This is an optimization exercise on Yosys and OpenROAD, whose aim is small area and a short achievable clock period, not a production implementation.
In this exercise RTL edits were held to simulation tests only and were not proved equivalent to the original.
Power is estimated from default activity; no workload was simulated.

## run.sh

```bash
#!/bin/bash
# synth_recipe.tcl (not shown) runs the flow's synth.tcl, then flattens the netlist and writes it again
# the make line also repeats each setting of config.mk as NAME=value (left out here)
make -C /OpenROAD-flow-scripts/flow DESIGN_CONFIG=/design/flow/config.mk WORK_HOME=/design/flow/orfs CLKGATE_MAP_FILE= SYNTH_SCRIPT=/design/flow/synth_recipe.tcl finish
```

## config.mk

```make
export PLATFORM = sky130hd
export DESIGN_NAME = cpuCore
export DESIGN_NICKNAME = cpuCore
export VERILOG_FILES = /design/flow/design.v
export SDC_FILE = /design/flow/constraint.sdc
export NUM_CORES = 4
export LEC_CHECK = 0
export CAP_MARGIN = 20
export CORE_MARGIN = 2
export CORE_UTILIZATION = 50
export SETUP_SLACK_MARGIN = 1.1
export SLEW_MARGIN = 20
```

## constraint.sdc

```tcl
create_clock -name core_clock -period 3.5 [get_ports {aluClk}]
set_input_delay 0.7000 -clock core_clock [delete_from_list [all_inputs] [get_ports {aluClk}]]
set_output_delay 0.7000 -clock core_clock [all_outputs]
set_load 0.01 [all_outputs]
```

## design.v

```verilog
package corePkg;
	localparam int INSTR_W = 16;
	localparam int OP_W = 6;
	localparam int PC_W = 10;
	localparam int OFFS_W = 6;
	localparam int WORD_W = 8;
	localparam int MEM_SIZE = 256;
	localparam int ADDR_W = $clog2(256);
	typedef enum logic [OP_W-1:0] {
		NOP, LDA, LDB, LDCA, LDCB, STA, STB,
		ADDA, ADDB, ADDCA, ADDCB, SUBA, SUBB, SUBCA, SUBCB,
		ANDA, ANDB, ANDCA, ANDCB, ORA, ORB, ORCA, ORCB,
		ASLA, ASRA, JMP,
		BAEQ, BANE, BACS, BACC, BAMI, BAPL,
		BBEQ, BBNE, BBCS, BBCC, BBMI, BBPL
	} opcode_t;
	typedef enum logic [2:0] {
		NO_LOAD, LOAD_CONST_A, LOAD_CONST_B, LOAD_MEM_A, LOAD_MEM_B,
		LOAD_ALU_A, LOAD_ALU_B
	} accCtrl_t;
	typedef enum logic [1:0] {
		MEM_NONE, MEM_READ, MEM_WRITE_A, MEM_WRITE_B
	} memCtrl_t;
	typedef enum logic [1:0] {
		SEL_CONSTANTS = 2'b00,
		SEL_ACUM_A_CONST_B = 2'b01,
		SEL_CONST_A_ACUM_B = 2'b10,
		SEL_ACUM_AB = 2'b11
	} opSel_t;
endpackage
module cpuCore (
	input  logic        aluClk,
	input  logic        rst,
	input  logic [15:0] instr,
	input  logic [9:0]  instrPc,
	output logic [7:0]  accA,
	output logic [7:0]  accB,
	output logic        carry,
	output logic        branchTaken,
	output logic [9:0]  branchDir
);
	logic [5:0] op;
	assign op = instr[15:10];
	logic dEnA, dEnB, dEnC, dSt, dStB, dSub, dAbSub;
	logic dAbAr, dKAr, dAndAB, dAndK, dOrAB, dOrK, dShl, dShr, dLdK, dLdM;
	logic dBzA, dBnA, dBzB, dBnB, dBc, dBone, dBinv;
	logic [9:0] dTgt;
	always_comb begin
		dEnA = 1'b0; dEnB = 1'b0; dEnC = 1'b0; dSt = 1'b0; dStB = 1'b0; dSub = 1'b0; dAbSub = 1'b0;
		dAbAr = 1'b0; dKAr = 1'b0; dAndAB = 1'b0; dAndK = 1'b0; dOrAB = 1'b0; dOrK = 1'b0;
		dShl = 1'b0; dShr = 1'b0; dLdK = 1'b0; dLdM = 1'b0;
		dBzA = 1'b0; dBnA = 1'b0; dBzB = 1'b0; dBnB = 1'b0; dBc = 1'b0;
		dBone = 1'b0; dBinv = 1'b0;
		case (op)
			6'd1:  begin dEnA = 1'b1; dLdM = 1'b1; end               
			6'd2:  begin dEnB = 1'b1; dLdM = 1'b1; end               
			6'd3:  begin dEnA = 1'b1; dLdK = 1'b1; end               
			6'd4:  begin dEnB = 1'b1; dLdK = 1'b1; end               
			6'd5:  begin dSt = 1'b1; end                             
			6'd6:  begin dSt = 1'b1; dStB = 1'b1; end                
			6'd7:  begin dEnA = 1'b1; dEnC = 1'b1; dAbAr = 1'b1; end               
			6'd8:  begin dEnB = 1'b1; dEnC = 1'b1; dAbAr = 1'b1; end               
			6'd9:  begin dEnA = 1'b1; dEnC = 1'b1; dKAr = 1'b1; end                
			6'd10: begin dEnB = 1'b1; dEnC = 1'b1; dKAr = 1'b1; end                
			6'd11: begin dEnA = 1'b1; dEnC = 1'b1; dAbSub = 1'b1; dSub = 1'b1; end  
			6'd12: begin dEnB = 1'b1; dEnC = 1'b1; dAbSub = 1'b1; dSub = 1'b1; end  
			6'd13: begin dEnA = 1'b1; dEnC = 1'b1; dKAr = 1'b1; dSub = 1'b1; end   
			6'd14: begin dEnB = 1'b1; dEnC = 1'b1; dKAr = 1'b1; dSub = 1'b1; end   
			6'd15: begin dEnA = 1'b1; dAndAB = 1'b1; end             
			6'd16: begin dEnB = 1'b1; dAndAB = 1'b1; end             
			6'd17: begin dEnA = 1'b1; dAndK = 1'b1; end              
			6'd18: begin dEnB = 1'b1; dAndK = 1'b1; end              
			6'd19: begin dEnA = 1'b1; dOrAB = 1'b1; end              
			6'd20: begin dEnB = 1'b1; dOrAB = 1'b1; end              
			6'd21: begin dEnA = 1'b1; dOrK = 1'b1; end               
			6'd22: begin dEnB = 1'b1; dOrK = 1'b1; end               
			6'd23: begin dEnA = 1'b1; dEnC = 1'b1; dShl = 1'b1; end  
			6'd24: begin dEnA = 1'b1; dEnC = 1'b1; dShr = 1'b1; end  
			6'd25: dBone = 1'b1;                                     
			6'd26: dBzA = 1'b1;                                      
			6'd27: begin dBzA = 1'b1; dBinv = 1'b1; end              
			6'd28, 6'd34: dBc = 1'b1;                                
			6'd29, 6'd35: begin dBc = 1'b1; dBinv = 1'b1; end        
			6'd30: dBnA = 1'b1;                                      
			6'd31: begin dBnA = 1'b1; dBinv = 1'b1; end              
			6'd32: dBzB = 1'b1;                                      
			6'd33: begin dBzB = 1'b1; dBinv = 1'b1; end              
			6'd36: dBnB = 1'b1;                                      
			6'd37: begin dBnB = 1'b1; dBinv = 1'b1; end              
			default: ;
		endcase
	end
	assign dTgt = (op == 6'd25) ? instr[9:0] : instrPc + {{4{instr[5]}}, instr[5:0]};
	logic qEnA, qEnB, qEnC, qSt, qStB, qSub, qAbSub;
	logic qAbAr, qKAr, qAndAB, qAndK, qOrAB, qOrK, qShl, qShr, qLdK, qLdM;
	logic qBzA, qBnA, qBzB, qBnB, qBc, qBone, qBinv;
	logic [7:0] qK, qKx;
	logic [9:0] qTgt;
	always_ff @(posedge aluClk) begin
		if (rst) begin
			qEnA <= 1'b0; qEnB <= 1'b0; qEnC <= 1'b0; qSt <= 1'b0;
			qBzA <= 1'b0; qBnA <= 1'b0; qBzB <= 1'b0; qBnB <= 1'b0;
			qBc <= 1'b0; qBone <= 1'b0; qBinv <= 1'b0;
		end else begin
			qEnA <= dEnA; qEnB <= dEnB; qEnC <= dEnC; qSt <= dSt;
			qBzA <= dBzA; qBnA <= dBnA; qBzB <= dBzB; qBnB <= dBnB;
			qBc <= dBc; qBone <= dBone; qBinv <= dBinv;
		end
	end
	always_ff @(posedge aluClk) begin
		qStB <= dStB; qSub <= dSub; qAbSub <= dAbSub;
		qAbAr <= dAbAr; qKAr <= dKAr; qAndAB <= dAndAB; qAndK <= dAndK;
		qOrAB <= dOrAB; qOrK <= dOrK; qShl <= dShl; qShr <= dShr;
		qLdK <= dLdK; qLdM <= dLdM;
		qK <= instr[7:0];
		qKx <= instr[7:0] ^ {8{dSub}};
		qTgt <= dTgt;
	end
	logic [7:0] rA, rB;
	logic rC;
	logic [7:0] mem [256];
	logic [7:0] wd;
	logic [15:0] wLo, wHi;
	assign wd = qStB ? rB : rA;
	assign wLo = 16'd1 << qK[3:0];
	assign wHi = 16'd1 << qK[7:4];
	genvar gi;
	generate
		for (gi = 0; gi < 256; gi = gi + 1) begin : row
			always_ff @(posedge aluClk) begin
				if (qSt && wHi[gi / 16] && wLo[gi % 16]) begin
					mem[gi] <= wd;
				end
			end
		end
	endgenerate
	logic [7:0] rLo, rHi;
	logic [63:0] rSel;
	logic [7:0] part [4];
	assign rLo = 8'd1 << instr[2:0];
	assign rHi = 8'd1 << instr[5:3];
	always_comb begin
		for (int i = 0; i < 64; i++) rSel[i] = rHi[i / 8] & rLo[i % 8];
	end
	always_comb begin
		for (int q = 0; q < 4; q++) begin
			part[q] = 8'd0;
			for (int i = 0; i < 64; i++) begin
				part[q] = part[q] | ({8{rSel[i]}} & mem[q * 64 + i]);
			end
		end
	end
	logic [7:0] qPart [4];
	logic qByp, qBypB;
	always_ff @(posedge aluClk) begin
		for (int q = 0; q < 4; q++) qPart[q] <= part[q];
		qByp <= qSt && (qK == instr[7:0]);
		qBypB <= qStB;
	end
	logic [7:0] rd;
	always_comb begin
		if (qByp) rd = qBypB ? rB : rA;
		else rd = qPart[qK[7:6]];
	end
	function automatic logic [8:0] addc(input logic [7:0] x, input logic [7:0] y, input logic ci);
		logic [7:0] g, p, gg, pp, tg, tp;
		logic [8:0] c;
		g = x & y;
		p = x ^ y;
		gg = g;
		pp = p;
		for (int d = 1; d < 8; d = d * 2) begin
			tg = gg;
			tp = pp;
			for (int i = d; i < 8; i++) begin
				tg[i] = gg[i] | (pp[i] & gg[i - d]);
				tp[i] = pp[i] & pp[i - d];
			end
			gg = tg;
			pp = tp;
		end
		c[0] = ci;
		for (int i = 0; i < 8; i++) c[i + 1] = gg[i] | (pp[i] & ci);
		addc = {c[8], p ^ c[7:0]};
	endfunction
	logic [8:0] sAB, dAB, sAK, sBK;
	logic [7:0] resA, resB;
	logic cNext;
	assign sAB = addc(rA, rB, 1'b0);
	assign dAB = addc(rA, ~rB, 1'b1);
	assign sAK = addc(rA, qKx, qSub);
	assign sBK = addc(rB, qKx, qSub);
	assign resA = ({8{qAbAr}} & sAB[7:0]) |
		({8{qAbSub}} & dAB[7:0]) |
		({8{qKAr}} & sAK[7:0]) |
		({8{qAndAB}} & (rA & rB)) |
		({8{qAndK}} & (rA & qK)) |
		({8{qOrAB}} & (rA | rB)) |
		({8{qOrK}} & (rA | qK)) |
		({8{qShl}} & {rA[6:0], 1'b0}) |
		({8{qShr}} & {1'b0, rA[7:1]}) |
		({8{qLdK}} & qK) |
		({8{qLdM}} & rd);
	assign resB = ({8{qAbAr}} & sAB[7:0]) |
		({8{qAbSub}} & dAB[7:0]) |
		({8{qKAr}} & sBK[7:0]) |
		({8{qAndAB}} & (rA & rB)) |
		({8{qAndK}} & (rB & qK)) |
		({8{qOrAB}} & (rA | rB)) |
		({8{qOrK}} & (rB | qK)) |
		({8{qLdK}} & qK) |
		({8{qLdM}} & rd);
	assign cNext = (qAbAr & sAB[8]) | (qAbSub & ~dAB[8]) |
		(qKAr & qEnA & (sAK[8] ^ qSub)) |
		(qKAr & qEnB & (sBK[8] ^ qSub)) |
		(qShl & rA[7]) | (qShr & rA[0]);
	logic taken;
	assign taken = ((qBzA & (rA == 8'd0)) | (qBnA & rA[7]) |
		(qBzB & (rB == 8'd0)) | (qBnB & rB[7]) | (qBc & rC) | qBone) ^ qBinv;
	always_ff @(posedge aluClk) begin
		if (rst) begin
			rA <= 8'd0;
			rB <= 8'd0;
			rC <= 1'b0;
			branchTaken <= 1'b0;
		end else begin
			if (qEnA) rA <= resA;
			if (qEnB) rB <= resB;
			if (qEnC) rC <= cNext;
			branchTaken <= taken;
		end
	end
	always_ff @(posedge aluClk) begin
		branchDir <= qTgt;
	end
	always_ff @(posedge aluClk) begin
		if (rst) begin
			accA <= 8'd0;
			accB <= 8'd0;
			carry <= 1'b0;
		end else begin
			accA <= rA;
			accB <= rB;
			carry <= rC;
		end
	end
endmodule
```

==> impl_metrics.yaml, run 1 <==
route:
  vias: 55700
  wl_mm: 328
  wl_per_cell_um: 40.8
  vias_per_cell: 6.92
  drc: 0
  ant_nets: 0
  drt-initial-drc-count: 10600
  drt_first_pass_iters: 6
power:
  p_per_area_nw_per_um2: 547
  combinationalPowerShare_pct: 4.0
  p_leak_nw: 33.5
  internal_power_mw: 41.9
  pwr-share-seq_pct: 53.5
  ir_drop_uv: 513
  switchingPower_mw: 12.0
  swShare_pct: 22.3
  clkPwrFrac_pct: 42.4
sta:
  finalSetupViolCount: 0
  slew_violations: 0
  hold_violations: 0
  timing.fmax_mhz: 399
  rsz0062_at_grt: "true"
  skew_ps: 54.6
  finalCritPeriodShare_pct: 71.6
  maxSlewHeadroom_pct: 33.1
  worst_pin_slew_ps: 1000
  min_period_ps: 2500
final_layout:
  drive_gt1_share_pct: 22.0
  area_growth_pct: 21.6
  fin_cells: 8044
  nets: 5777
  stdcell_area_um2: 98600
synthesis:
  synth_top_area_share_pct: 75.9
  synth_area_leaders: "edfxtp_1 76%, a22oi_1 9.4%, dfxtp_1 3.2%, nor2_1 1.9%, nand2_1 1.6%"
  synth_edf_count: 2048
  async_flop_share_pct: 0
  ys.flop_type: "edfxtp_1"
  synth_nets: 5056
  yosys_warnings: 4
  synthCells: 4970
  synth.avg_cell_area_um2: 16.3
  seq_area_frac_synth_pct: 79.1
  ys_types: 73
  synth-seq-cells: 2177
  synth_area_um2: 81000
  synth_top_area_cell: "edfxtp_1"
cts:
  numCtsBuffers: 214
  cts_tree: "built"
  clockRootBuffer: "clkbuf_16"
  htreeDepth: 4
  clkLatencyLatePin_ps: 910
  clockBufferDepth: 3
  clock-sinks: 2177
  cts-hold-fix-buffers: 0
  clkTransAtPathRegs_ps: 60
setup_path:
  end_kind: "flip-flop"
  path_cells: "nor2_1, nand3_1, buf_4, buf_4, nor2_2, buf_4"
  worst_setup_path_start_kind: "flip-flop"
  required_ps: 4070
  slowest_delay_ps: 410
  crit_slowest_cell: "dfxtp_2"
  critical_path_class: "flip-flop to flip-flop"
  cp_max_fo: 11
  cpMostUsedCell: "buf_4"
  worstPathArrival_ps: 3070
placed_design:
  placed_area_um2: 90300
  dp.cells: 7587
  gp_congestion: 0.988
  place_hpwl_mm: 217
  port_buffers: 55
floorplan:
  die_y_um: 407
  design.die.area_um2: 165000
  ios: 56
  rows: 147
  start_util_pct: 50.4
  core_um2: 161000
  die_x_um: 407
global_routing:
  grt_use_total_pct: 39.7
  grt_pass1_wl_mm: 440
  grt_pass1_vias: 51700
  grt_max_degree: 139
  grt_overflow: 0
  antenna_found_initial: 19
outcome:
  outcome: "finished clean"
job:
  max_cap_viol_count: 0
hold_path:
  hold_class: "primary input to flip-flop"
==> cell usage in the layout (no fill, tap or decap), drive strengths merged, types with 6 or more instances in the layout <==
master	instances
clkinv	101
nand2b	9
clkinvlp	7
edfxtp	2048
clkdlybuf4s50	20
a211oi	21
a21o	9
o211ai	16
nor2b	17
nand2	355
or3b	6
dlygate4sd2	32
a22oi	1020
nor4	60
a221oi	17
diode	11
xor2	16
mux4	8
buf	730
dfxtp	129
clkbuf	272
a22o	6
nor3	68
inv	49
xnor2	25
nand3	44
o21ai	28
nand3b	8
nand4	126
mux2i	6
bufinv	16
and3	6
ha	54
a21oi	50
nor2	415
a31oi	7
==> synth_stat cells, types with 11 or more instances <==
| cell type | count |
|---|---|
| nand3_1 | 44 |
| xor2_1 | 16 |
| buf_1 | 11 |
| a21oi_1 | 50 |
| a211oi_1 | 21 |
| nor2b_1 | 17 |
| buf_4 | 11 |
| nor3_1 | 67 |
| edfxtp_1 | 2048 |
| nor2_1 | 409 |
| a221oi_1 | 17 |
| xnor2_1 | 25 |
| dfxtp_1 | 129 |
| nand2_1 | 355 |
| o211ai_1 | 16 |
| nand4_1 | 126 |
| nor4_1 | 60 |
| buf_2 | 99 |
| clkbuf_1 | 156 |
| inv_1 | 46 |
| ha_1 | 54 |
| a22oi_1 | 1020 |
| o21ai_0 | 27 |
==> flip-flops by register name (all words and copies together), names as in the netlist, 8 cells and up <==
register,flops
accA,8
accB,8
branchDir,10
mem,2048
qK,8
qKx,8
qPart,32
qTgt,10
rA,8
rB,8
==> logic make-up (layout without fill, tap and decap cells) <==
kind of cell / Yosys count / count (layout) / share of synthesized area [%]
AO/OA/AOI/OAI: 1215 / 1215 / 11.2
XOR/XNOR: 41 / 41 / 0.443
adder cells (fa/ha/maj): 58 / 58 / 0.933
buffers and inverters: 325 / 1228 / 1.73
flip-flops: 2177 / 2177 / 79.1
multiplexers: 17 / 17 / 0.343
other: 0 / 11 / 0
AND/OR/NAND/NOR: 1137 / 1137 / 6.32
==> layout make-up <==
cell class / instances / area (µm²)
flip-flops and latches: 2177 / 64100
fillers: 12000 / 62200
multi-input cells: 2468 / 16900
repair buffers: 784 / 7670
clock buffers: 271 / 5620
well taps: 2160 / 2700
clock inverters: 127 / 1340
inverters: 46 / 186
diodes: 11 / 27.5
==> timing repair <==
| action | 4_1_cts | 5_1_grt |
|---|---|---|
| pin swaps | 32 | 27 |
| buffers inserted | 35 | 13 |
| setup endpoints to repair | 766 | 207 |
| resized for setup | 188 | 60 |
==> power groups by stage <==
| stage | combinational (mW) | clock, mW | sequential [mW] |
|---|---|---|---|
| 2_1_floorplan | 0.890 | 0 | 29.3 |
| 3_3_place_gp | 1.99 | 0 | 29.4 |
| 3_5_place_dp | 2.01 | 0 | 29.4 |
| 4_1_cts | 2.08 | 22.9 | 28.9 |
| 5_1_grt | 2.24 | 23.8 | 28.9 |
| 6_report | 2.18 | 22.9 | 28.9 |
==> worst paths after layout <==
| check | from | endpoint | slack (ps) | depth (start not counted) |
|---|---|---|---|---|
| hold / removal | instr[0] | qK[0]$_DFF_P_ | 240 | 2 |
| setup reg to reg | qK[1]$_DFF_P_ | mem[172][3]$_DFFE_PP_ | 1000 | 6 |
| setup / recovery | qK[1]$_DFF_P_ | mem[172][3]$_DFFE_PP_ | 1000 | 6 |
| hold reg to reg | qTgt[6]$_DFF_P_ | branchDir[6]$_DFF_P_ | 320 | 0 |
==> per-layer routing <==
layer | vias up | part of all wire [%] | GRT usage [%]
met4 | 20 | 7.0 | 23.3
met5 | - | 0.050 | 0
li1 | 21500 | - | -
met3 | 1075 | 15 | 12.0
met1 | 28000 | 35 | 53.6
met2 | 5117 | 43 | 57.0
==> through the flow <==
stage | util [%] | hold slack [ps] | setup slack, ps | TNS (ps) | total power, mW
after global routing | 61.3 | 245 | 954 | 0 | 54.9
after detailed placement | 56.2 | 313 | -592 | -5780 | 31.4
after global placement | 56.1 | 310 | -811 | -6010 | 31.4
after floorplan | - | 310 | 18.9 | 0 | 30.2
after CTS | 61.1 | 210 | 966 | 0 | 53.8
final | 61.3 | 243 | 996 | 0 | 53.9
==> critical path: cells and delay by family, from the launching register on <==
family / cells / cell delay, ps
DFF: 1 / 410
and+or+nand+nor: 3 / 960
buffers and inverters: 3 / 790
==> run 2, diff against run 1 <==
--- a/config.mk
+++ b/config.mk
@@ -8,5 +8,5 @@
 export CAP_MARGIN = 20
 export CORE_MARGIN = 2
 export CORE_UTILIZATION = 50
-export SETUP_SLACK_MARGIN = 1.1
+export SETUP_SLACK_MARGIN = 1.3
 export SLEW_MARGIN = 20
==> impl_metrics.yaml, run 2 <==
sta:
  maxSlewHeadroom_pct: 35.5
  skew_ps: 67.6
  slew_violations: 0
  holdWs_ps: 213
  finalCritPeriodShare_pct: 70.5
  worst_pin_slew_ps: 968
  min_period_ps: 2470
  finalSetupViolCount: 0
  hold_violations: 0
  timing.fmax_mhz: 405
  rsz0062_at_grt: "true"
  setup_tns_ps: 0
route:
  wl_per_cell_um: 40.9
  drt-initial-drc-count: 11100
  vias_per_cell: 6.89
  wl_mm: 332
  vias: 55900
  drc: 0
  ant_nets: 0
  drt_first_pass_iters: 8
synthesis:
  synth_edf_count: 2048
  synth_top_area_share_pct: 75.9
  synth_top_area_cell: "edfxtp_1"
  yosysMostFrequentCell: "edfxtp_1"
  synth.avg_cell_area_um2: 16.3
  synth_nets: 5056
  synthCells: 4970
  synth_area_leaders: "edfxtp_1 76%, a22oi_1 9.4%, dfxtp_1 3.2%, nor2_1 1.9%, nand2_1 1.6%"
  ys_types: 73
  yosys_warnings: 4
  ys.flop_type: "edfxtp_1"
  netlist_top_cells_count: "2048 x edfxtp_1, 1020 x a22oi_1, 409 x nor2_1, 355 x nand2_1, 156 x clkbuf_1"
  synth_area_um2: 81000
  async_flop_share_pct: 0
  seq_area_frac_synth_pct: 79.1
  synth-seq-cells: 2177
cts:
  clockBufferDepth: 3
  cts_tree: "built"
  clkTransAtPathRegs_ps: 70
  numCtsBuffers: 214
  cts-hold-fix-buffers: 0
  clockRootBuffer: "clkbuf_16"
  clock-sinks: 2177
  htreeDepth: 4
  clkLatencyLatePin_ps: 930
global_routing:
  antenna_found_initial: 18
  grt_overflow: 0
  grt_pass1_wl_mm: 442
  grt_use_total_pct: 39.9
  grt_max_degree: 139
  grt_pass1_vias: 52200
setup_path:
  cp_max_fo: 5
  end_kind: "flip-flop"
  worst_setup_path_start_kind: "flip-flop"
  worstPathArrival_ps: 3220
  required_ps: 4250
  critical_path_class: "flip-flop to flip-flop"
floorplan:
  die_y_um: 407
  die_x_um: 407
  core_um2: 161000
  rows: 147
  ios: 56
  start_util_pct: 50.4
  design.die.area_um2: 165000
power:
  p_leak_nw: 34.0
  ir_drop_uv: 526
  p_per_area_nw_per_um2: 541
job:
  max_cap_viol_count: 0
final_layout:
  reg.largest.list: "mem: 2048 flops, qPart: 32 flops"
  area_growth_pct: 23.4
  nets: 5849
  largest_register_ffs: 2048
  largest-register: "mem"
  stdcell_area_um2: 100000
  final_cell_mix: "2048 x edfxtp_1, 989 x a22oi_1, 611 x buf_4"
  final_common_cell: "edfxtp_1"
  drive_gt1_share_pct: 24.2
placed_design:
  place_hpwl_mm: 217
  port_buffers: 55
  placed_area_um2: 90300
  gp_congestion: 0.988
outcome:
  outcome: "finished clean"
hold_path:
  hold_class: "primary input to flip-flop"
==> run 2: cell count changes in the layout (fill, tap and decap cells not counted), moves of 17 or more <==
cell,before,now
nor2_2,60,29
a22oi_1,1006,989
a22oi_2,14,31
nor2_4,75,122
buf_4,583,611
buf_12,128,146
dlygate4sd2_1,32,1
buf_6,15,38
==> run 2: metal layers <==
layer  GRT usage, %  vias to the layer above  wire (µm)
met1           53.5                    28000     115000
met2           57.1                     5176     141000
met5              0                        -        156
met3           12.4                     1145      51900
li1               -                    21600          -
met4           24.4                       24      23800
==> run 2: layout make-up <==
type | instances | area, µm²
inverters | 46 | 181
multi-input cells | 2468 | 17400
clock inverters | 127 | 1340
flip-flops and latches | 2177 | 64100
well taps | 2160 | 2700
clock buffers | 271 | 5620
repair buffers | 856 | 8600
diodes | 12 | 30.0
fillers | 11800 | 60700
==> run 2: worst max-delay path, stage by stage (launching register included) <==
cell and delay (ps):
dfxtp_2 360, inv_4 70, ha_4 280, nand2b_4 80
a221oi_4 310, o21ai_1 100, o211ai_1 170, mux2_4 350
a2111oi_4 300, buf_4 190, a221oi_1 70
==> run 2: kinds of logic (layout without fill, tap and decap cells) <==
group / Yosys count / after routing / synth area share, %
XOR/XNOR: 41 / 41 / 0.443
adder cells (fa/ha/maj): 58 / 58 / 0.933
multiplexers: 17 / 17 / 0.343
other: 0 / 12 / 0
AND/OR/NAND/NOR: 1137 / 1137 / 6.32
AO/OA/AOI/OAI: 1215 / 1215 / 11.2
buffers and inverters: 325 / 1300 / 1.73
flip-flops: 2177 / 2177 / 79.1
==> run 2: path summary, 6_finish.rpt <==
path	startpoint	endpoint	slack [ps]	cells past startpoint
hold / removal	instr[4]	qK[4]$_DFF_P_	210	2
hold reg to reg	qTgt[6]$_DFF_P_	branchDir[6]$_DFF_P_	320	0
setup / recovery	rB[0]$_SDFFE_PP0P_	rA[7]$_SDFFE_PP0P_	1030	10
setup reg to reg	rB[0]$_SDFFE_PP0P_	rA[7]$_SDFFE_PP0P_	1030	10
==> run 2: repair_timing <==
| item | 4_1_cts | 5_1_grt |
|---|---|---|
| endpoints found under the hold margin | 0 | 0 |
| setup buffers | 77 | 37 |
| gates resized for setup | 316 | 147 |
| setup endpoints to repair | 1963 | 550 |
| gates cloned | 1 | 5 |
| pin swaps | 52 | 51 |
==> run 2: through the flow <==
step | std cells | power [mW] | util (%) | setup WS, ps
floorplan | 4970 | 30.2 | - | 18.9
global placement | 7583 | 31.4 | 56.1 | -811
detailed placement | 7587 | 31.4 | 56.2 | -592
CTS | 8063 | 53.9 | 61.6 | 1040
global route | 8105 | 55.0 | 62.2 | 978
finish | 8117 | 54.1 | 62.2 | 1030
==> run 2: where the power goes <==
group          leakage (nW)  internal (mW)  switching (mW)
Clock                  3.34           12.6            10.3
Combinational          10.6          0.763            1.53
Sequential             20.0           28.6           0.274
Total                  34.0           42.0            12.1
==> run 3, diff against run 2 <==
--- a/config.mk
+++ b/config.mk
@@ -8,5 +8,8 @@
 export CAP_MARGIN = 20
 export CORE_MARGIN = 2
 export CORE_UTILIZATION = 50
+export CTS_BUF_LIST = sky130_fd_sc_hd__clkbuf_8
+export CTS_CLUSTER_DIAMETER = 45
+export CTS_CLUSTER_SIZE = 18
 export SETUP_SLACK_MARGIN = 1.3
 export SLEW_MARGIN = 20
==> impl_metrics.yaml, run 3 <==
power:
  p_per_area_nw_per_um2: 502
  ir_drop_uv: 416
  p_leak_nw: 32.7
route:
  wl_mm: 328
  wl_per_cell_um: 40.8
  ant_nets: 0
  drt_first_pass_iters: 6
  drc: 0
  vias_per_cell: 6.85
  vias: 55100
  drt-initial-drc-count: 10600
setup_path:
  r2r_cells: 11
  critical_path_class: "flip-flop to flip-flop"
  worstPathArrival_ps: 3360
  r2r_start: "rA[0]$_SDFFE_PP0P_"
  end_kind: "flip-flop"
  worst_setup_path_start_kind: "flip-flop"
  rrSetupSlack_ps: 1000
  cp_max_fo: 4
  worst_r2r_endpoint: "rA[7]$_SDFFE_PP0P_"
  required_ps: 4360
cts:
  clock-sinks: 2177
  clkLatencyLatePin_ps: 1060
  numCtsBuffers: 203
  clkTransAtPathRegs_ps: 100
  htreeDepth: 4
  clockBufferDepth: 3
  cts_tree: "built"
  clockRootBuffer: "clkbuf_8"
  cts-hold-fix-buffers: 0
global_routing:
  grt_max_degree: 139
  grt_overflow: 0
  grt_pass1_wl_mm: 440
  grt_use_total_pct: 39.7
  antenna_found_initial: 20
  grt_pass1_vias: 51900
synthesis:
  synth-compound-area-share_pct: 11.2
  synth_area_um2: 81000
  synth_edf_count: 2048
  yosys_warnings: 4
  ys.flop_type: "edfxtp_1"
  synth_top_family_by_area: "compound AO/OA/AOI/OAI gates"
  seq_area_frac_synth_pct: 79.1
  synth_nets: 5056
  async_flop_share_pct: 0
  muxShareOfSynthArea_pct: 0.343
  yosysMostFrequentCell: "edfxtp_1"
  synth-simple-area-share_pct: 6.32
  synth_adder_area_share_pct: 0.933
  ys_types: 73
  synth.avg_cell_area_um2: 16.3
  netlist_top_cells_count: "2048 x edfxtp_1, 1020 x a22oi_1, 409 x nor2_1, 355 x nand2_1, 156 x clkbuf_1"
  synth_top_area_cell: "edfxtp_1"
  synth_area_leaders: "edfxtp_1 76%, a22oi_1 9.4%, dfxtp_1 3.2%, nor2_1 1.9%, nand2_1 1.6%"
  synthCells: 4970
  synth-xor-area-share_pct: 0.443
  synth_top_area_share_pct: 75.9
  synth-seq-cells: 2177
final_layout:
  final_common_cell: "edfxtp_1"
  largest_register_ffs: 2048
  drive_gt1_share_pct: 24.8
  area_growth_pct: 19.8
  reg.largest.list: "mem: 2048 flops, qPart: 32 flops"
  nFillCells: 12200
  nets: 5786
  final_cell_mix: "2048 x edfxtp_1, 995 x a22oi_1, 575 x buf_4"
  largest-register: "mem"
hold_path:
  hold_class: "primary input to flip-flop"
  holdPathEnd: "qK[4]$_DFF_P_"
  hp-start: "instr[4]"
  holdPathStages: 2
sta:
  worst_pin_slew_ps: 1080
  timing.fmax_mhz: 400
  maxSlewHeadroom_pct: 28.3
  hold_violations: 0
  slew_violations: 0
  min_period_ps: 2500
  finalSetupViolCount: 0
  finalCritPeriodShare_pct: 71.5
  rsz0062_at_grt: "true"
  skew_ps: 60.2
  layout_setup_ws_ps: 999
  holdWs_ps: 102
floorplan:
  rows: 147
  core_um2: 161000
  die_y_um: 407
  start_util_pct: 50.4
  design.die.area_um2: 165000
  ios: 56
  die_x_um: 407
placed_design:
  port_buffers: 55
  post-place-ws_ps: -592
  place_hpwl_mm: 217
  gp_congestion: 0.988
outcome:
  outcome: "finished clean"
job:
  max_cap_viol_count: 0
==> run 3: cell counts after synthesis <==
Identical to the previous run, type by type.
==> run 3: layer usage <==
metal | GRT usage [%] | part of all wire [%] | up-vias
li1 | - | - | 21400
met1 | 53.3 | 35 | 27700
met2 | 57.3 | 43 | 4851
met3 | 11.8 | 15 | 1070
met4 | 23.6 | 7.2 | 30
met5 | 0 | 0.063 | -
==> run 3: critical path, cell delays in order (launching register included) <==
cell	delay (ps)
dfxtp_2	350
buf_6	110
inv_8	40
ha_4	270
nand2b_4	80
a221oi_4	290
o21ai_1	110
o211ai_1	180
mux2_4	360
a2111oi_4	300
buf_4	190
a221oi_1	60
==> run 3: where the power goes <==
part / switching, mW / internal, mW
clock network: 10.0 / 7.59
logic: 1.50 / 0.747
registers: 0.278 / 28.6
==> run 3: repair_timing <==
action	4_1_cts	5_1_grt
buffers inserted	45	23
endpoints found under the hold margin	0	0
pin swaps	52	41
gates resized for setup	353	126
cloned	0	0
endpoints found under the setup margin	1891	530
==> run 3: stage by stage <==
stage | utilization (%) | std cells | power (mW) | cell area, µm² | TNS, ps
4_1_cts | 59.9 | 8013 | 48.5 | 96300 | 0
3_5_place_dp | 56.2 | 7587 | 31.4 | 90300 | -5780
3_3_place_gp | 56.1 | 7583 | 31.4 | 90200 | -6010
6_report | 60.4 | 8044 | 48.7 | 97100 | 0
2_1_floorplan | - | 4970 | 30.2 | 81200 | 0
5_1_grt | 60.4 | 8039 | 49.7 | 97100 | 0
==> run 3: worst max-delay path by stage <==
stage,startpoint,to,slack (ps)
after floorplan,qStB$_SDFF_PP0_,mem[0][0]$_DFFE_PP_,20
after detailed placement,instr[4],qPart[3][0]$_DFF_P_,-590
final,rA[0]$_SDFFE_PP0P_,rA[7]$_SDFFE_PP0P_,1000
after CTS,rA[0]$_SDFFE_PP0P_,rA[7]$_SDFFE_PP0P_,1010
after global routing,rA[0]$_SDFFE_PP0P_,rA[7]$_SDFFE_PP0P_,940
after global placement,instr[4],qPart[3][0]$_DFF_P_,-810
==> run 3: logic make-up (layout without fill, tap and decap cells) <==
family / after synthesis / in the layout
AND/OR/NAND/NOR: 1137 / 1137
other: 0 / 8
multiplexers: 17 / 17
buffers and inverters: 325 / 1231
flip-flops: 2177 / 2177
XOR/XNOR: 41 / 41
adder cells (fa/ha/maj): 58 / 58
AO/OA/AOI/OAI: 1215 / 1215
==> run 3: layout make-up <==
| cell class | count | area (µm²) | area share, % |
|---|---|---|---|
| repair buffers | 804 | 7930 | 8.16 |
| multi-input cells | 2468 | 17300 | 17.8 |
| well taps | 2160 | 2700 | 2.78 |
| diodes | 8 | 20.0 | 0.0206 |
| inverters | 46 | 186 | 0.192 |
| flip-flops and latches | 2177 | 64100 | 66.1 |
| clock inverters | 173 | 1930 | 1.99 |
| clock buffers | 208 | 2860 | 2.95 |
==> run 4, diff against run 3 <==
--- a/config.mk
+++ b/config.mk
@@ -11,5 +11,5 @@
 export CTS_BUF_LIST = sky130_fd_sc_hd__clkbuf_8
 export CTS_CLUSTER_DIAMETER = 45
 export CTS_CLUSTER_SIZE = 18
-export SETUP_SLACK_MARGIN = 1.3
+export SETUP_SLACK_MARGIN = 1.2
 export SLEW_MARGIN = 20
==> impl_metrics.yaml, run 4 <==
outcome:
  outcome: "finished clean"
sta:
  finalSetupViolCount: 0
  holdWs_ps: 168
  skew_ps: 49.4
  hold_violations: 0
  finalCritPeriodShare_pct: 70.8
  maxSlewHeadroom_pct: 32.2
  rsz0062_at_grt: "true"
  slew_violations: 0
  min_period_ps: 2480
  timing.fmax_mhz: 403
  worst_pin_slew_ps: 1020
power:
  p_leak_nw: 32.5
  ir_drop_uv: 425
  p_per_area_nw_per_um2: 504
synthesis:
  synth_nets: 5056
  synth-simple-area-share_pct: 6.32
  synth.avg_cell_area_um2: 16.3
  synth_area_um2: 81000
  synth-compound-area-share_pct: 11.2
  seq_area_frac_synth_pct: 79.1
  synth-seq-cells: 2177
  synth_area_leaders: "edfxtp_1 76%, a22oi_1 9.4%, dfxtp_1 3.2%, nor2_1 1.9%, nand2_1 1.6%"
  netlist_top_cells_count: "2048 x edfxtp_1, 1020 x a22oi_1, 409 x nor2_1, 355 x nand2_1, 156 x clkbuf_1"
  synth_top_family_by_area: "compound AO/OA/AOI/OAI gates"
  ys_types: 73
  async_flop_share_pct: 0
  yosys_warnings: 4
  synth_edf_count: 2048
  synth_top_area_cell: "edfxtp_1"
  synth_adder_area_share_pct: 0.933
  yosysMostFrequentCell: "edfxtp_1"
  synthCells: 4970
  muxShareOfSynthArea_pct: 0.343
  synth-xor-area-share_pct: 0.443
  ys.flop_type: "edfxtp_1"
  synth_top_area_share_pct: 75.9
route:
  drt_first_pass_iters: 6
  vias_per_cell: 6.88
  drt-initial-drc-count: 10700
  wl_per_cell_um: 40.8
  vias: 55300
  ant_nets: 0
  wl_mm: 328
  drc: 0
final_layout:
  final_common_cell: "edfxtp_1"
  reg.largest.list: "mem: 2048 flops, qPart: 32 flops"
  largest-register: "mem"
  nets: 5774
  largest_register_ffs: 2048
  final_cell_mix: "2048 x edfxtp_1, 1007 x a22oi_1, 590 x buf_4"
  fin_cells: 8035
  drive_gt1_share_pct: 24.0
  seq_area_um2: 64100
  area_growth_pct: 19.1
  nFillCells: 12300
  multi_input_area_um2: 17000
global_routing:
  grt_overflow: 0
  grt_pass1_wl_mm: 438
  grt_use_total_pct: 39.5
  antenna_found_initial: 22
  grt_max_degree: 139
  grt_pass1_vias: 51600
cts:
  clockBufferDepth: 3
  clkTransAtPathRegs_ps: 100
  clockRootBuffer: "clkbuf_8"
  numCtsBuffers: 203
  clkLatencyLatePin_ps: 1060
  cts-hold-fix-buffers: 0
  clock-sinks: 2177
  cts_tree: "built"
  htreeDepth: 4
setup_path:
  worstPathArrival_ps: 3340
  crit_slowest_cell: "mux2_4"
  worst_setup_path_start_kind: "flip-flop"
  critical_path_class: "flip-flop to flip-flop"
  slowest_delay_ps: 360
  end_kind: "flip-flop"
  cp_max_fo: 4
  required_ps: 4360
  path_cells: "buf_6, ha_4, nand2b_4, a221oi_4, o21ai_1, o211ai_1, mux2_4, a2111oi_4, buf_4, a221oi_1"
placed_design:
  place_hpwl_mm: 217
  port_buffers: 55
  dp.cells: 7587
  gp_congestion: 0.988
floorplan:
  die_x_um: 407
  core_um2: 161000
  die_y_um: 407
  ios: 56
  start_util_pct: 50.4
  rows: 147
  design.die.area_um2: 165000
job:
  max_cap_viol_count: 0
hold_path:
  hold_class: "primary input to flip-flop"
run 4: report_power, final:
group | internal, mW | switching, mW
Clock | 7.59 | 10.0
Combinational | 0.705 | 1.49
Sequential | 28.6 | 0.273
Total | 36.9 | 11.8
run 4: logic make-up (layout without fill, tap and decap cells):
| kind of cell | count (synthesis) | in the layout |
|---|---|---|
| AOI/OAI and AO/OA | 1215 | 1215 |
| xor gates and xnor gates | 41 | 41 |
| adders and majority gates | 58 | 58 |
| buffers and inverters | 325 | 1219 |
| DFF | 2177 | 2177 |
| muxes | 17 | 17 |
| other | 0 | 11 |
| and+or+nand+nor | 1137 | 1137 |
run 4: timing repair:
action,in CTS,in global routing
cloned,0,1
setup buffers,30,25
endpoints found under the setup margin,1105,529
pin swaps,39,26
resized for setup,288,69
run 4: per-stage QoR:
step | power [mW] | setup slack [ps] | TNS (ps) | util (%) | area, µm²
finish | 48.6 | 1020 | 0 | 60.0 | 96500
global placement | 31.4 | -811 | -6010 | 56.1 | 90200
detailed placement | 31.4 | -592 | -5780 | 56.2 | 90300
global route | 49.6 | 964 | 0 | 60.0 | 96500
CTS | 48.5 | 1040 | 0 | 59.7 | 96000
floorplan | 30.2 | 18.9 | 0 | - | 81200
run 4: critical path: cells and delay by family, from the launching register on:
| kind | cells | cell delay [ps] |
|---|---|---|
| multiplexers | 1 | 360 |
| AO/OA/AOI/OAI | 5 | 960 |
| buffers and inverters | 2 | 330 |
| AND/OR/NAND/NOR | 1 | 160 |
| adder cells (fa/ha/maj) | 1 | 150 |
| flip-flops | 1 | 350 |
run 4: final cells by class:
cell class | instances | share of cell area, %
multi-input combinational | 2468 | 17.6
clock inverter | 173 | 2.00
timing repair buffer | 792 | 7.99
clock buffer | 208 | 2.97
antenna | 11 | 0.0285
inverter | 46 | 0.184
tap | 2160 | 2.80
sequential | 2177 | 66.4
run 4: path summary, 6_finish.rpt:
kind / startpoint / to / slack (ps) / cells after the start
worst min-delay path: instr[1] / qK[1]$_DFF_P_ / 170 / 3
worst max register to register: rA[0]$_SDFFE_PP0P_ / rA[7]$_SDFFE_PP0P_ / 1020 / 10
worst min register to register: qTgt[8]$_DFF_P_ / branchDir[8]$_DFF_P_ / 340 / 0
worst max-delay path: rA[0]$_SDFFE_PP0P_ / rA[7]$_SDFFE_PP0P_ / 1020 / 10
run 4: routing by layer:
layer	global-route usage, %	share of wire [%]	up-vias
met1	53.8	35	27700
met3	11.4	15	1102
met5	0	0.065	-
li1	-	-	21400
met4	22.8	7.2	28
met2	57.1	43	5014
==> run 5, diff against run 4 <==
--- a/config.mk
+++ b/config.mk
@@ -7,9 +7,9 @@
 export LEC_CHECK = 0
 export CAP_MARGIN = 20
 export CORE_MARGIN = 2
-export CORE_UTILIZATION = 50
+export CORE_UTILIZATION = 56
 export CTS_BUF_LIST = sky130_fd_sc_hd__clkbuf_8
 export CTS_CLUSTER_DIAMETER = 45
 export CTS_CLUSTER_SIZE = 18
-export SETUP_SLACK_MARGIN = 1.2
+export SETUP_SLACK_MARGIN = 1.3
 export SLEW_MARGIN = 20
==> impl_metrics.yaml, run 5 <==
setup_path:
  crit_slowest_cell: "dfxtp_2"
  end_kind: "flip-flop"
  rrSetupSlack_ps: 990
  cp_top_family: "compound AO/OA/AOI/OAI gates"
  worst_r2r_endpoint: "rB[7]$_SDFFE_PP0P_"
  worst_setup_path_start_kind: "flip-flop"
  slowest_delay_ps: 370
  r2r_cells: 12
  required_ps: 4320
  critical_path_buf_inv_count: 4
  worstPathArrival_ps: 3330
  cp.depth: 12
  cp_max_fo: 2
  critical_path_class: "flip-flop to flip-flop"
  path_cells: "buf_6, inv_4, ha_4, nand2b_4, a221oi_4, o21ai_1, o211ai_1, buf_4, mux2_4, a2111oi_4, buf_4, o211ai_1"
  r2r_start: "rA[0]$_SDFFE_PP0P_"
route:
  ant_nets: 0
  wl_per_cell_um: 42.3
  drc: 0
  drt_first_pass_iters: 17
  drt-initial-drc-count: 10100
  wl_mm: 336
  vias_per_cell: 7.09
  vias: 56300
placed_design:
  port_buffers: 55
  placed_area_um2: 91600
  gp_congestion: 0.991
  post-place-ws_ps: -514
  place_hpwl_mm: 227
synthesis:
  ys.flop_type: "edfxtp_1"
  synth.avg_cell_area_um2: 16.3
  yosysMostFrequentCell: "edfxtp_1"
  netlist_top_cells_count: "2048 x edfxtp_1, 1020 x a22oi_1, 409 x nor2_1, 355 x nand2_1, 156 x clkbuf_1"
  synth-seq-cells: 2177
  synth_edf_count: 2048
  synth_area_leaders: "edfxtp_1 76%, a22oi_1 9.4%, dfxtp_1 3.2%, nor2_1 1.9%, nand2_1 1.6%"
  yosys_warnings: 4
  synth_top_area_share_pct: 75.9
  seq_area_frac_synth_pct: 79.1
  synthCells: 4970
  synth_area_um2: 81000
  ys_types: 73
  async_flop_share_pct: 0
  synth_nets: 5056
  synth_top_area_cell: "edfxtp_1"
power:
  combinationalPowerShare_pct: 4.8
  pwr-share-seq_pct: 59.8
  clkPwrFrac_pct: 35.4
  switchingPower_mw: 11.5
  p_per_area_nw_per_um2: 492
  ir_drop_uv: 501
  p_leak_nw: 33.5
  internal_power_mw: 36.8
  swShare_pct: 23.8
sta:
  maxSlewHeadroom_pct: 30.3
  worst_pin_slew_ps: 1040
  min_period_ps: 2510
  slew_violations: 0
  timing.fmax_mhz: 398
  layout_setup_ws_ps: 988
  hold_violations: 0
  setup_tns_ps: 0
  finalCritPeriodShare_pct: 71.8
  finalSetupViolCount: 0
  skew_ps: 51.0
  rsz0062_at_grt: "true"
outcome:
  outcome: "finished clean"
global_routing:
  busiest_layer: "met2"
  antenna_found_initial: 17
  grt_pass1_wl_mm: 443
  use_met1_pct: 61.0
  grt_max_degree: 185
  grt_pass1_vias: 51700
  met3_usage_pct: 14.1
  grt_overflow: 0
  globalRouteMet2Util_pct: 65.6
  grt_use_total_pct: 45.0
cts:
  clkTransAtPathRegs_ps: 90
  cts_tree: "built"
  numCtsBuffers: 196
  clockRootBuffer: "clkbuf_8"
  clock-sinks: 2177
  clockBufferDepth: 3
  cts-hold-fix-buffers: 0
  clkLatencyLatePin_ps: 990
  htreeDepth: 4
hold_path:
  holdPathEnd: "qTgt[1]$_DFF_P_"
  hp-start: "instr[1]"
  holdPathStages: 3
  hold_class: "primary input to flip-flop"
final_layout:
  stdcell_area_um2: 98100
  largest-register: "mem"
  final_common_cell: "edfxtp_1"
  largest_register_ffs: 2048
  final_cell_mix: "2048 x edfxtp_1, 1001 x a22oi_1, 713 x buf_4"
  nets: 5948
  reg.largest.list: "mem: 2048 flops, qPart: 32 flops"
  area_growth_pct: 21.0
  drive_gt1_share_pct: 26.5
  final_core_util_pct: 68.3
floorplan:
  die_x_um: 384
  rows: 139
  ios: 56
  design.die.area_um2: 148000
  core_um2: 144000
  start_util_pct: 56.4
  die_y_um: 384
job:
  max_cap_viol_count: 0
run 5: cell count changes in the layout (fill, tap and decap cells not counted), moves of 12 or more:
cell,delta
nor2_2,-12
buf_4,+123
nor2_4,+18
buf_12,+32
buf_6,+16
run 5: worst max-delay path by stage:
stage                             from             endpoint  slack [ps]
global placement              instr[1]  qPart[1][7]$_DFF_P_        -420
detailed placement            instr[1]  qPart[1][7]$_DFF_P_        -510
finish              rA[0]$_SDFFE_PP0P_   rB[7]$_SDFFE_PP0P_         990
CTS                 rA[0]$_SDFFE_PP0P_   rB[7]$_SDFFE_PP0P_        1040
floorplan              qStB$_SDFF_PP0_  mem[0][0]$_DFFE_PP_          20
global route        rA[0]$_SDFFE_PP0P_   rB[7]$_SDFFE_PP0P_         920
run 5: cell type report:
| type | instances | area [µm²] |
|---|---|---|
| Multi-Input combinational cell | 2469 | 17200 |
| Antenna cell | 10 | 25.0 |
| Timing Repair Buffer | 972 | 9590 |
| Clock inverter | 161 | 1770 |
| Fill cell | 9957 | 45600 |
| Sequential cell | 2177 | 64100 |
| Inverter | 46 | 179 |
| Tap cell | 1903 | 2380 |
| Clock buffer | 203 | 2790 |
run 5: repair_timing:
| action | CTS | global route |
|---|---|---|
| endpoints found under the hold margin | 0 | 0 |
| resized for setup | 325 | 123 |
| setup endpoints to repair | 1737 | 742 |
| cloned | 0 | 5 |
| pin swaps | 47 | 37 |
| setup buffers | 35 | 35 |
run 5: cell families after synthesis:
group / Yosys count / synth area share, %
buf+inv: 325 / 1.73
xor+xnor: 41 / 0.443
fa+ha+maj: 58 / 0.933
simple gates: 1137 / 6.32
mux: 17 / 0.343
compound gates: 1215 / 11.2
flops: 2177 / 79.1
run 5: through the flow:
step                cells  total power, mW  hold slack (ps)
floorplan            4970             30.2              310
global placement     7487             31.4              311
detailed placement   7492             31.5              313
CTS                  7891             48.0              173
global route         7934             49.1             49.2
finish               7941             48.3             47.1
run 5: worst register-to-register path: stages (launching register included):
cell and delay [ps]:
dfxtp_2 370, buf_6 100, inv_4 30, ha_4 260, nand2b_4 60, a221oi_4 290, o21ai_1 120, o211ai_1 90
buf_4 160, mux2_4 310, a2111oi_4 320, buf_4 180, o211ai_1 80
run 5: power by group through the flow:
stage | combinational (mW) | clock (mW) | sequential (mW)
after floorplan | 0.890 | 0 | 29.3
after global placement | 2.03 | 0 | 29.4
after detailed placement | 2.06 | 0 | 29.4
after CTS | 2.15 | 17.0 | 28.8
after global routing | 2.39 | 17.9 | 28.8
final | 2.33 | 17.1 | 28.8
run 5: metal layers:
layer,up-vias,part of all wire [%]
met5,-,0.050
met4,22,7.2
met3,1128,16
met2,5514,43
met1,27900,34
li1,21700,-
==> run 6, diff against run 5 <==
--- a/config.mk
+++ b/config.mk
@@ -7,9 +7,9 @@
 export LEC_CHECK = 0
 export CAP_MARGIN = 20
 export CORE_MARGIN = 2
-export CORE_UTILIZATION = 56
+export CORE_UTILIZATION = 53
 export CTS_BUF_LIST = sky130_fd_sc_hd__clkbuf_8
 export CTS_CLUSTER_DIAMETER = 45
 export CTS_CLUSTER_SIZE = 18
-export SETUP_SLACK_MARGIN = 1.3
+export SETUP_SLACK_MARGIN = 1.15
 export SLEW_MARGIN = 20
==> impl_metrics.yaml, run 6 <==
cts:
  clkLatencyLatePin_ps: 1030
  clockRootBuffer: "clkbuf_8"
  cts_tree: "built"
  clkTransAtPathRegs_ps: 100
  clockBufferDepth: 3
  cts-hold-fix-buffers: 0
  numCtsBuffers: 203
  htreeDepth: 4
  clock-sinks: 2177
sta:
  worst_pin_slew_ps: 1090
  holdWs_ps: 164
  skew_ps: 54.4
  min_period_ps: 2540
  timing.fmax_mhz: 394
  slew_violations: 0
  hold_violations: 0
  maxSlewHeadroom_pct: 27.3
  layout_setup_ws_ps: 959
  finalCritPeriodShare_pct: 72.6
  finalSetupViolCount: 0
  setup_tns_ps: 0
  rsz0062_at_grt: "true"
setup_path:
  rrSetupSlack_ps: 960
  r2r_cells: 11
  worstPathArrival_ps: 3370
  r2r_start: "rA[0]$_SDFFE_PP0P_"
  cp_max_fo: 5
  cpMostUsedCell: "buf_4"
  worst_setup_path_start_kind: "flip-flop"
  path_cells: "buf_6, ha_4, nand2b_4, a221oi_2, buf_4, o21ai_2, o211ai_1, mux2_4, a2111oi_4, buf_4, a221oi_1"
  required_ps: 4330
  slowest_delay_ps: 350
  worst_r2r_endpoint: "rA[7]$_SDFFE_PP0P_"
  cp_top_family: "compound AO/OA/AOI/OAI gates"
  critical_path_buf_inv_count: 3
  crit_slowest_cell: "dfxtp_2"
  end_kind: "flip-flop"
  critical_path_class: "flip-flop to flip-flop"
final_layout:
  final_cell_mix: "2048 x edfxtp_1, 975 x a22oi_1, 760 x buf_4"
  area_growth_pct: 21.5
  largest_register_ffs: 2048
  drive_gt1_share_pct: 26.2
  reg.largest.list: "mem: 2048 flops, qPart: 32 flops"
  nFillCells: 10900
  largest-register: "mem"
  final_common_cell: "edfxtp_1"
  final_core_util_pct: 64.8
  nets: 5977
global_routing:
  grt_overflow: 0
  antenna_found_initial: 19
  grt_max_degree: 155
  grt_use_total_pct: 43.0
  grt_pass1_vias: 52300
  grt_pass1_wl_mm: 451
power:
  swShare_pct: 24.0
  internal_power_mw: 37.4
  ir_drop_uv: 438
  switchingPower_mw: 11.8
  combinationalPowerShare_pct: 4.7
  pwr-share-seq_pct: 58.6
  p_leak_nw: 33.8
  p_per_area_nw_per_um2: 499
  clkPwrFrac_pct: 36.7
route:
  vias: 56300
  ant_nets: 0
  wl_per_cell_um: 41.8
  drt_first_pass_iters: 8
  wl_mm: 339
  drt-initial-drc-count: 9896
  vias_per_cell: 6.95
  drc: 0
placed_design:
  port_buffers: 55
  gp_congestion: 1.02
  place_hpwl_mm: 225
  post-place-ws_ps: -391
synthesis:
  synth-seq-cells: 2177
  synth_nets: 5056
  synth_edf_count: 2048
  synth-simple-area-share_pct: 6.32
  synth_top_family_by_area: "compound AO/OA/AOI/OAI gates"
  synth.avg_cell_area_um2: 16.3
  async_flop_share_pct: 0
  seq_area_frac_synth_pct: 79.1
  synth_adder_area_share_pct: 0.933
  netlist_top_cells_count: "2048 x edfxtp_1, 1020 x a22oi_1, 409 x nor2_1, 355 x nand2_1, 156 x clkbuf_1"
  synth_top_area_share_pct: 75.9
  synth-xor-area-share_pct: 0.443
  ys_types: 73
  yosysMostFrequentCell: "edfxtp_1"
  synthCells: 4970
  synth_area_um2: 81000
  muxShareOfSynthArea_pct: 0.343
  synth_area_leaders: "edfxtp_1 76%, a22oi_1 9.4%, dfxtp_1 3.2%, nor2_1 1.9%, nand2_1 1.6%"
  ys.flop_type: "edfxtp_1"
  synth_top_area_cell: "edfxtp_1"
  yosys_warnings: 4
  synth-compound-area-share_pct: 11.2
hold_path:
  hp-start: "instr[4]"
  holdPathEnd: "qK[4]$_DFF_P_"
  hold_class: "primary input to flip-flop"
  holdPathStages: 3
outcome:
  outcome: "finished clean"
job:
  max_cap_viol_count: 0
floorplan:
  core_um2: 152000
  start_util_pct: 53.3
  ios: 56
  design.die.area_um2: 156000
  die_x_um: 395
  die_y_um: 395
  rows: 143
==> run 6: cell counts after synthesis <==
Identical to the previous run, type by type.
==> run 6: final cells by class <==
type,instances,area [µm²],area share [%]
flip-flops and latches,2177,64100,65.1
multi-input cells,2470,17200,17.4
repair buffers,993,9560,9.71
clock buffers,212,2920,2.96
well taps,2030,2540,2.58
clock inverters,168,2010,2.05
inverters,46,179,0.182
diodes,8,20.0,0.0203
==> run 6: how the worst max path moves through the flow <==
stage	from	end	slack [ps]	cells past startpoint
CTS	instr[3]	qPart[3][6]$_DFF_P_	990	13
floorplan	qStB$_SDFF_PP0_	mem[0][0]$_DFFE_PP_	20	2
global placement	instr[4]	qPart[3][1]$_DFF_P_	-330	10
finish	rA[0]$_SDFFE_PP0P_	rA[7]$_SDFFE_PP0P_	960	11
detailed placement	instr[3]	qPart[3][1]$_DFF_P_	-390	10
global route	rA[0]$_SDFFE_PP0P_	rA[7]$_SDFFE_PP0P_	860	11
==> run 6: tightest hold or removal path, cell delays in order <==
cell and delay (ps):
dlymetal6s2s_1 100, buf_6 150, buf_4 170
==> run 6: logic make-up after synthesis <==
kind of cell | count (synthesis)
compound gates | 1215
xor+xnor | 41
fa+ha+maj | 58
buf+inv | 325
flops | 2177
mux | 17
simple gates | 1137
==> run 6: stage by stage <==
stage / total power [mW] / instances / area, µm²
after detailed placement: 31.5 / 7612 / 91300
after CTS: 49.0 / 8048 / 97300
after global placement: 31.4 / 7611 / 91200
after floorplan: 30.2 / 4970 / 81200
final: 49.2 / 8104 / 98500
after global routing: 50.2 / 8099 / 98500
==> run 6: repair_timing <==
item | CTS | global route
resized for setup | 175 | 123
buffers inserted | 54 | 47
gates cloned | 2 | 1
setup endpoints to repair | 702 | 89
pin swaps | 34 | 62
==> run 6: power by group through the flow <==
| stage | Sequential (mW) | Clock (mW) | Combinational (mW) |
|---|---|---|---|
| after floorplan | 29.3 | 0 | 0.890 |
| after global placement | 29.4 | 0 | 2.03 |
| after detailed placement | 29.4 | 0 | 2.05 |
| after CTS | 28.8 | 18.0 | 2.14 |
| after global routing | 28.8 | 19.0 | 2.36 |
| final | 28.8 | 18.0 | 2.30 |
==> run 6: per-layer routing <==
layer  global-route usage, %  wire [µm]  up-vias
met2                    63.2     147000     5137
met1                    57.5     117000    28300
met3                    13.8      52500     1026
met5                       0        165        -
met4                    22.3      22100       24
li1                        -          -    21800
==> run 7, diff against run 6 <==
--- a/config.mk
+++ b/config.mk
@@ -7,9 +7,9 @@
 export LEC_CHECK = 0
 export CAP_MARGIN = 20
 export CORE_MARGIN = 2
-export CORE_UTILIZATION = 53
+export CORE_UTILIZATION = 50
 export CTS_BUF_LIST = sky130_fd_sc_hd__clkbuf_8
 export CTS_CLUSTER_DIAMETER = 45
 export CTS_CLUSTER_SIZE = 18
-export SETUP_SLACK_MARGIN = 1.15
+export SETUP_SLACK_MARGIN = 1.25
 export SLEW_MARGIN = 20
==> impl_metrics.yaml, run 7 <==
synthesis:
  synth_edf_count: 2048
  synth_top_area_share_pct: 75.9
  yosysMostFrequentCell: "edfxtp_1"
  synth_top_area_cell: "edfxtp_1"
  synth_area_um2: 81000
  synth_nets: 5056
  synthCells: 4970
  synth-seq-cells: 2177
  yosys_warnings: 4
  ys.flop_type: "edfxtp_1"
  ys_types: 73
  synth_area_leaders: "edfxtp_1 76%, a22oi_1 9.4%, dfxtp_1 3.2%, nor2_1 1.9%, nand2_1 1.6%"
  netlist_top_cells_count: "2048 x edfxtp_1, 1020 x a22oi_1, 409 x nor2_1, 355 x nand2_1, 156 x clkbuf_1"
  async_flop_share_pct: 0
  synth.avg_cell_area_um2: 16.3
  seq_area_frac_synth_pct: 79.1
setup_path:
  critical_path_class: "flip-flop to flip-flop"
  path_cells: "inv_1, ha_4, inv_1, o211ai_1, mux2_4, a2111oi_4, buf_4, a221oi_1"
  cpMostUsedCell: "inv_1"
  crit_slowest_cell: "dfxtp_4"
  worstPathArrival_ps: 3340
  worst_setup_path_start_kind: "flip-flop"
  critical_path_buf_inv_count: 3
  slowest_delay_ps: 440
  r2r_cells: 8
  r2r_start: "rA[4]$_SDFFE_PP0P_"
  worstSetupStartpoint: "rA[4]$_SDFFE_PP0P_"
  cp_max_fo: 8
  required_ps: 4360
  cp_top_family: "compound AO/OA/AOI/OAI gates"
  cp.depth: 8
  end_kind: "flip-flop"
route:
  vias: 55400
  vias_per_cell: 6.88
  drc: 0
  drt-initial-drc-count: 10400
  ant_nets: 0
  wl_per_cell_um: 40.8
  drt_first_pass_iters: 7
  wl_mm: 329
cts:
  numCtsBuffers: 203
  clock-sinks: 2177
  clkTransAtPathRegs_ps: 100
  htreeDepth: 4
  clockRootBuffer: "clkbuf_8"
  cts-hold-fix-buffers: 0
  cts_tree: "built"
  clockBufferDepth: 3
  clkLatencyLatePin_ps: 1050
sta:
  rsz0062_at_grt: "true"
  maxSlewHeadroom_pct: 33.6
  finalSetupViolCount: 0
  worst_pin_slew_ps: 995
  finalCritPeriodShare_pct: 70.9
  hold_violations: 0
  min_period_ps: 2480
  skew_ps: 64.5
  slew_violations: 0
  timing.fmax_mhz: 403
final_layout:
  nFillCells: 12200
  final_core_util_pct: 60.2
  reg.largest.list: "mem: 2048 flops, qPart: 32 flops"
  drive_gt1_share_pct: 24.3
  stdcell_area_um2: 96700
  largest-register: "mem"
  nets: 5788
  largest_register_ffs: 2048
  seq_area_um2: 64100
  final_cell_mix: "2048 x edfxtp_1, 1003 x a22oi_1, 592 x buf_4"
  multi_input_area_um2: 17000
  final_common_cell: "edfxtp_1"
  area_growth_pct: 19.4
global_routing:
  grt_pass1_vias: 51700
  grt_max_degree: 139
  grt_pass1_wl_mm: 440
  antenna_found_initial: 30
  grt_use_total_pct: 39.7
  grt_overflow: 0
floorplan:
  rows: 147
  die_x_um: 407
  core_um2: 161000
  start_util_pct: 50.4
  die_y_um: 407
  design.die.area_um2: 165000
  ios: 56
hold_path:
  holdPathStages: 2
  hold_class: "primary input to flip-flop"
  hp-start: "instr[0]"
power:
  p_total_mw: 48.6
  ir_drop_uv: 408
  p_leak_nw: 32.6
  p_per_area_nw_per_um2: 503
placed_design:
  gp_congestion: 0.988
  placed_area_um2: 90300
  place_hpwl_mm: 217
  port_buffers: 55
outcome:
  outcome: "finished clean"
job:
  max_cap_viol_count: 0
run 7: cell counts after synthesis:
No cell type changed its count.
run 7: stage by stage:
stage | hold slack (ps) | instances | worst slack (ps) | setup TNS [ps]
6_report | 144 | 8049 | 1020 | 0
3_5_place_dp | 313 | 7587 | -592 | -5780
3_3_place_gp | 310 | 7583 | -811 | -6010
4_1_cts | 85.8 | 8019 | 1000 | 0
2_1_floorplan | 310 | 4970 | 18.9 | 0
5_1_grt | 139 | 8040 | 951 | 0
run 7: path summary, 6_finish.rpt:
check	end	slack, ps
setup / recovery	rA[7]$_SDFFE_PP0P_	1020
hold / removal	qK[0]$_DFF_P_	140
setup reg to reg	rA[7]$_SDFFE_PP0P_	1020
hold reg to reg	branchDir[8]$_DFF_P_	330
run 7: kinds of logic after synthesis:
kind of cell    after synthesis  share of synthesized area (%)
flops                      2177                           79.1
compound gates             1215                           11.2
simple gates               1137                           6.32
buf+inv                     325                           1.73
fa+ha+maj                    58                          0.933
xor+xnor                     41                          0.443
mux                          17                          0.343
run 7: metal layers:
layer | global-route usage (%) | share of wire [%]
met1 | 53.7 | 35
met2 | 57.3 | 43
met3 | 11.7 | 15
met5 | 0 | 0.071
met4 | 22.9 | 7.1
run 7: final cells by class:
type,instances,share of cell area (%)
clock inverters,173,2.00
well taps,2160,2.79
inverters,46,0.181
repair buffers,806,8.12
clock buffers,208,2.96
flip-flops and latches,2177,66.3
multi-input cells,2468,17.6
diodes,11,0.0285
run 7: where the power goes:
part	switching, mW	leakage, nW	internal (mW)	total [mW]
clock	10.0	2.40	7.59	17.6
sequential	0.276	20.0	28.6	28.8
combinational	1.49	10.2	0.718	2.21
total	11.8	32.6	36.9	48.6
run 7: repair_timing:
item,in CTS,in global routing
buffers inserted,51,19
setup endpoints to repair,1381,441
resized for setup,331,57
pin swaps,51,17

## separate check: timing with driven ports
The flow's constraints put no driver on any port. The routed layouts listed below were extracted and timed again, unchanged, in two steps.
Step 1: set_driving_cell puts a clkbuf_16 on aluClk and a buf_2 on each other input, an assumption about the parent block.
Step 2 also shifts input and output timing later by t, the mid clock arrival at the registers, as if the neighbouring blocks saw the same clock.
Slacks: no drivers / after step 1 / after step 2; pairs: no drivers / after step 1.
| run | shift t [ns] | slack for setup (ns) | hold WS [ns] | clock arrival spread, ns | worst slew at a driven data input, ns |
|---|---|---|---|---|---|
| run 1 | 0.980 | 0.996 / 0.996 / 0.052 | 0.243 / 0.179 / 0.322 | 0.064 / 0.064 | 0.17 |
| run 2 | 0.985 | 1.031 / 1.031 / 0.272 | 0.213 / 0.149 / 0.323 | 0.071 / 0.071 | 0.18 |
| run 3 | 1.107 | 0.999 / 0.999 / 0.224 | 0.102 / 0.050 / 0.332 | 0.073 / 0.073 | 0.15 |
| run 4 | 1.103 | 1.020 / 1.020 / 0.041 | 0.168 / 0.117 / 0.335 | 0.067 / 0.066 | 0.15 |
| run 5 | 1.040 | 0.988 / 0.988 / 0.256 | 0.047 / -0.006 / 0.331 | 0.058 / 0.058 | 0.04 |
| run 6 | 1.077 | 0.959 / 0.959 / 0.058 | 0.164 / 0.108 / 0.332 | 0.065 / 0.065 | 0.07 |
| run 7 | 1.095 | 1.019 / 1.019 / 0.135 | 0.144 / 0.093 / 0.332 | 0.075 / 0.075 | 0.15 |
After both steps setup and hold are still met in every run listed. The setup slack of run 4, which loses most, moves by 0.000 ns with the drivers and by -0.979 ns with both steps.
